What follows belongs to an exercise in optimizing a design on an open flow for small area, a short achievable clock period and few clock cycles per item; a production flow would make more cautious choices. Function was checked by simulation only, so behaviour that the tests miss may differ from the original. No activity file was given, so power comes from the tool's default toggle rates.

==> run C <==
## spectrumAnalyzer
module spectrumAnalyzer (
  input  logic        clk,
  input  logic        rst,
  input  logic [15:0] sampleIn,
  input  logic        sampleValid,
  output logic        sampleReady,
  output logic [19:0] magOut,
  output logic        magValid,
  input  logic        magReady
);
==> module sdfStage0, before the edit <==
module sdfStage0 (
  input  logic               clk,
  input  logic               rst,
  input  logic               vIn,
  input  logic signed [15:0] x,
  output logic               vOut,
  output logic signed [16:0] yRe,
  output logic signed [16:0] yIm
);
  logic [4:0]         idx;
  logic [4:0]         idxNext;
  logic [16*16-1:0]   sr;
  logic signed [15:0] dout;
  logic signed [16:0] sum;
  logic signed [16:0] dif;
  logic [7:0]         cOne, cTwo, cNeg, sOne, sTwo, sNeg;
  logic [7:0]         cOneR, cTwoR, cNegR, sOneR, sTwoR, sNegR;
  logic [30:0]        xRe, yRe_, xIm, yIm_;
  logic [30:0]        xReR, yReR, xImR, yImR;
  logic signed [15:0] topR;
  logic               selTop;
  logic               vA;
  logic [30:0]        pRe;
  logic [30:0]        pIm;
  assign dout    = sr[16*16-1 -: 16];
  addBK17 addSum (.a({dout[15], dout}), .b({x[15], x}), .ci(1'b0), .s(sum));
  addBK17 addDif (.a({dout[15], dout}), .b(~{x[15], x}), .ci(1'b1), .s(dif));
  assign idxNext = idx + 1'b1;
  twiddleRom16b rom (.k(rst ? 4'd0 : idxNext[3:0]),
                     .cOne, .cTwo, .cNeg, .sOne, .sTwo, .sNeg);
  mulBooth16e mulRe (.m(dout), .one(cOneR), .two(cTwoR), .neg(cNegR), .x(xRe), .y(yRe_));
  mulBooth16e mulIm (.m(dout), .one(sOneR), .two(sTwoR), .neg(sNegR), .x(xIm), .y(yIm_));
  addBK31 addPRe (.a(xReR), .b(yReR), .ci(1'b0), .s(pRe));
  addBK31 addPIm (.a(xImR), .b(yImR), .ci(1'b0), .s(pIm));
  always_ff @(posedge clk) begin
    if (rst) begin
      idx  <= '0;
      vA   <= 1'b0;
      vOut <= 1'b0;
    end else begin
      if (vIn) begin
        idx <= idxNext;
      end
      vA   <= vIn;
      vOut <= vA;
    end
  end
  always_ff @(posedge clk) begin
    if (vIn || rst) begin
      cOneR <= cOne;
      cTwoR <= cTwo;
      cNegR <= cNeg;
      sOneR <= sOne;
      sTwoR <= sTwo;
      sNegR <= sNeg;
    end
    if (vIn) begin
      sr <= {sr[16*15-1:0], (idx[4] ? dif[16:1] : x)};
    end
    xReR   <= xRe;
    yReR   <= yRe_;
    xImR   <= xIm;
    yImR   <= yIm_;
    topR   <= sum[16:1];
    selTop <= idx[4];
    yRe    <= selTop ? 17'(topR) : pRe[30:14];
    yIm    <= selTop ? 17'sd0 : pIm[30:14];
  end
endmodule
clock: 10.0 ns
lec_check: 0
cap_margin: 20
core_margin: 2
core_utilization: 40
slew_margin: 20
standard.sh (not shown) runs the stock make flow with config.mk's settings and CLKGATE_MAP_FILE= SYNTH_SCRIPT=/design/flow/synth_recipe.tcl, a recipe that flattens the netlist after the stock synthesis.
==> flow/flow/run.sh <==
#!/bin/bash
set -euo pipefail
W=$(pwd)
cp config.mk config_own.mk
echo 'export SETUP_SLACK_MARGIN = 6.2' >> config_own.mk
sed "s#DESIGN_CONFIG=[^ ]*#DESIGN_CONFIG=$W/config_own.mk#" standard.sh > standard_own.sh
grep -q "DESIGN_CONFIG=$W/config_own.mk" standard_own.sh
bash standard_own.sh > standard_own.log 2>&1
test -f out/final.def
==> inputs of run R, as changes to run C <==
--- a/flow/design.v
+++ b/flow/design.v
@@ -2281,7 +2281,6 @@
   logic signed [16:0] sum;
   logic signed [16:0] dif;
   logic [7:0]         cOne, cTwo, cNeg, sOne, sTwo, sNeg;
-  logic [7:0]         cOneR, cTwoR, cNegR, sOneR, sTwoR, sNegR;
   logic [30:0]        xRe, yRe_, xIm, yIm_;
   logic [30:0]        xReR, yReR, xImR, yImR;
   logic signed [15:0] topR;
@@ -2293,10 +2292,9 @@
   addBK17 addSum (.a({dout[15], dout}), .b({x[15], x}), .ci(1'b0), .s(sum));
   addBK17 addDif (.a({dout[15], dout}), .b(~{x[15], x}), .ci(1'b1), .s(dif));
   assign idxNext = idx + 1'b1;
-  twiddleRom16b rom (.k(rst ? 4'd0 : idxNext[3:0]),
-                     .cOne, .cTwo, .cNeg, .sOne, .sTwo, .sNeg);
-  mulBooth16e mulRe (.m(dout), .one(cOneR), .two(cTwoR), .neg(cNegR), .x(xRe), .y(yRe_));
-  mulBooth16e mulIm (.m(dout), .one(sOneR), .two(sTwoR), .neg(sNegR), .x(xIm), .y(yIm_));
+  twiddleRom16b rom (.k(idx[3:0]), .cOne, .cTwo, .cNeg, .sOne, .sTwo, .sNeg);
+  mulBooth16e mulRe (.m(dout), .one(cOne), .two(cTwo), .neg(cNeg), .x(xRe), .y(yRe_));
+  mulBooth16e mulIm (.m(dout), .one(sOne), .two(sTwo), .neg(sNeg), .x(xIm), .y(yIm_));
   addBK31 addPRe (.a(xReR), .b(yReR), .ci(1'b0), .s(pRe));
   addBK31 addPIm (.a(xImR), .b(yImR), .ci(1'b0), .s(pIm));
   always_ff @(posedge clk) begin
@@ -2313,14 +2311,6 @@
     end
   end
   always_ff @(posedge clk) begin
-    if (vIn || rst) begin
-      cOneR <= cOne;
-      cTwoR <= cTwo;
-      cNegR <= cNeg;
-      sOneR <= sOne;
-      sTwoR <= sTwo;
-      sNegR <= sNeg;
-    end
     if (vIn) begin
       sr <= {sr[16*15-1:0], (idx[4] ? dif[16:1] : x)};
     end
--- a/flow/config.mk
+++ b/flow/config.mk
@@ -7,5 +7,5 @@
 export LEC_CHECK = 0
 export CAP_MARGIN = 20
 export CORE_MARGIN = 2
-export CORE_UTILIZATION = 40
+export CORE_UTILIZATION = 60
 export SLEW_MARGIN = 20
==> flow_summary_export.csv <==
group,metric,value,unit
outcome,outcome,"finished clean",
final_layout,seq-cell-share,0.448,
final_layout,nFillCells,13724,
final_layout,multiInputGateArea,52800,µm²
logic_synthesis,synthAdderAreaFrac,0.201,
pwr,leakage,50.6,nW
final_layout,ff_latch_area,57400,µm²
setup_path,rrSetupSlack,6020,ps
logic_synthesis,synth_top_cell_area_share,0.399,
pwr,combPwrFrac,0.372,
floorplanning,dieArea,193000,µm²
pwr,powerClk,8.22,mW
final_layout,instances_no_fill,11831,
# the run above: run R

==> flow_summary_export.csv <==
group,metric,value,unit
outcome,outcome,"finished clean",
logic_synthesis,synth_top_cell_area_share,0.402,
setup_path,rrSetupSlack,6200,ps
logic_synthesis,syn_area,115000,µm²
final_layout,nFillCells,25474,
logic_synthesis,synth_area_leaders,"edfxtp_1 40%, fa_1 12%, dfxtp_1 9.9%",
floorplanning,dieArea,292000,µm²
global_route,met2_usage,0.320,
final_layout,multi_input_gates,5537,
pwr,powerClk,8.56,mW
logic_synthesis,synth_edf_count,1543,
final_layout,multiInputGateArea,53400,µm²
pwr,combPwrFrac,0.349,
logic_synthesis,synthAdderAreaFrac,0.199,
pwr,leakage,50.8,nW
# the run above: run C

Testbench counts of run C, summed over its fixed seeds: cycles 3,568, frames 96.
Testbench counts of run R, summed over its fixed seeds: cycles 3,568, frames 96.

[re-timing with driven ports]
How much do the figures lean on ideal ports? The routed layouts below were timed once more, with nothing changed but the port constraints.
Step 1 (the two cells are an assumption about what drives the block):
set clk [get_ports {clk}]
set_driving_cell -lib_cell sky130_fd_sc_hd__clkbuf_16 $clk
set_driving_cell -lib_cell sky130_fd_sc_hd__buf_2 [delete_from_list [all_inputs] $clk]
Step 2 moves the port delays by t, midway between the first and last clock arrival at a register: inputs arrive t later, outputs are due t later. That takes back most of the time a late clock gives input paths.
Slacks: ideal ports / drivers / drivers and shift; pairs: ideal ports / drivers.
run	t (ns)	setup slack, ns	worst setup path after step 2	worst register clock-pin slew, ns
run C	0.935	6.202 / 6.197 / 5.514	input to register	0.07 / 0.07
run R	0.929	6.022 / 6.022 / 5.545	input to register	0.07 / 0.07
After both steps every run listed still meets setup and hold. For run C, which loses most, drivers alone change the setup slack by -0.005 ns; drivers and shift together by -0.688 ns.
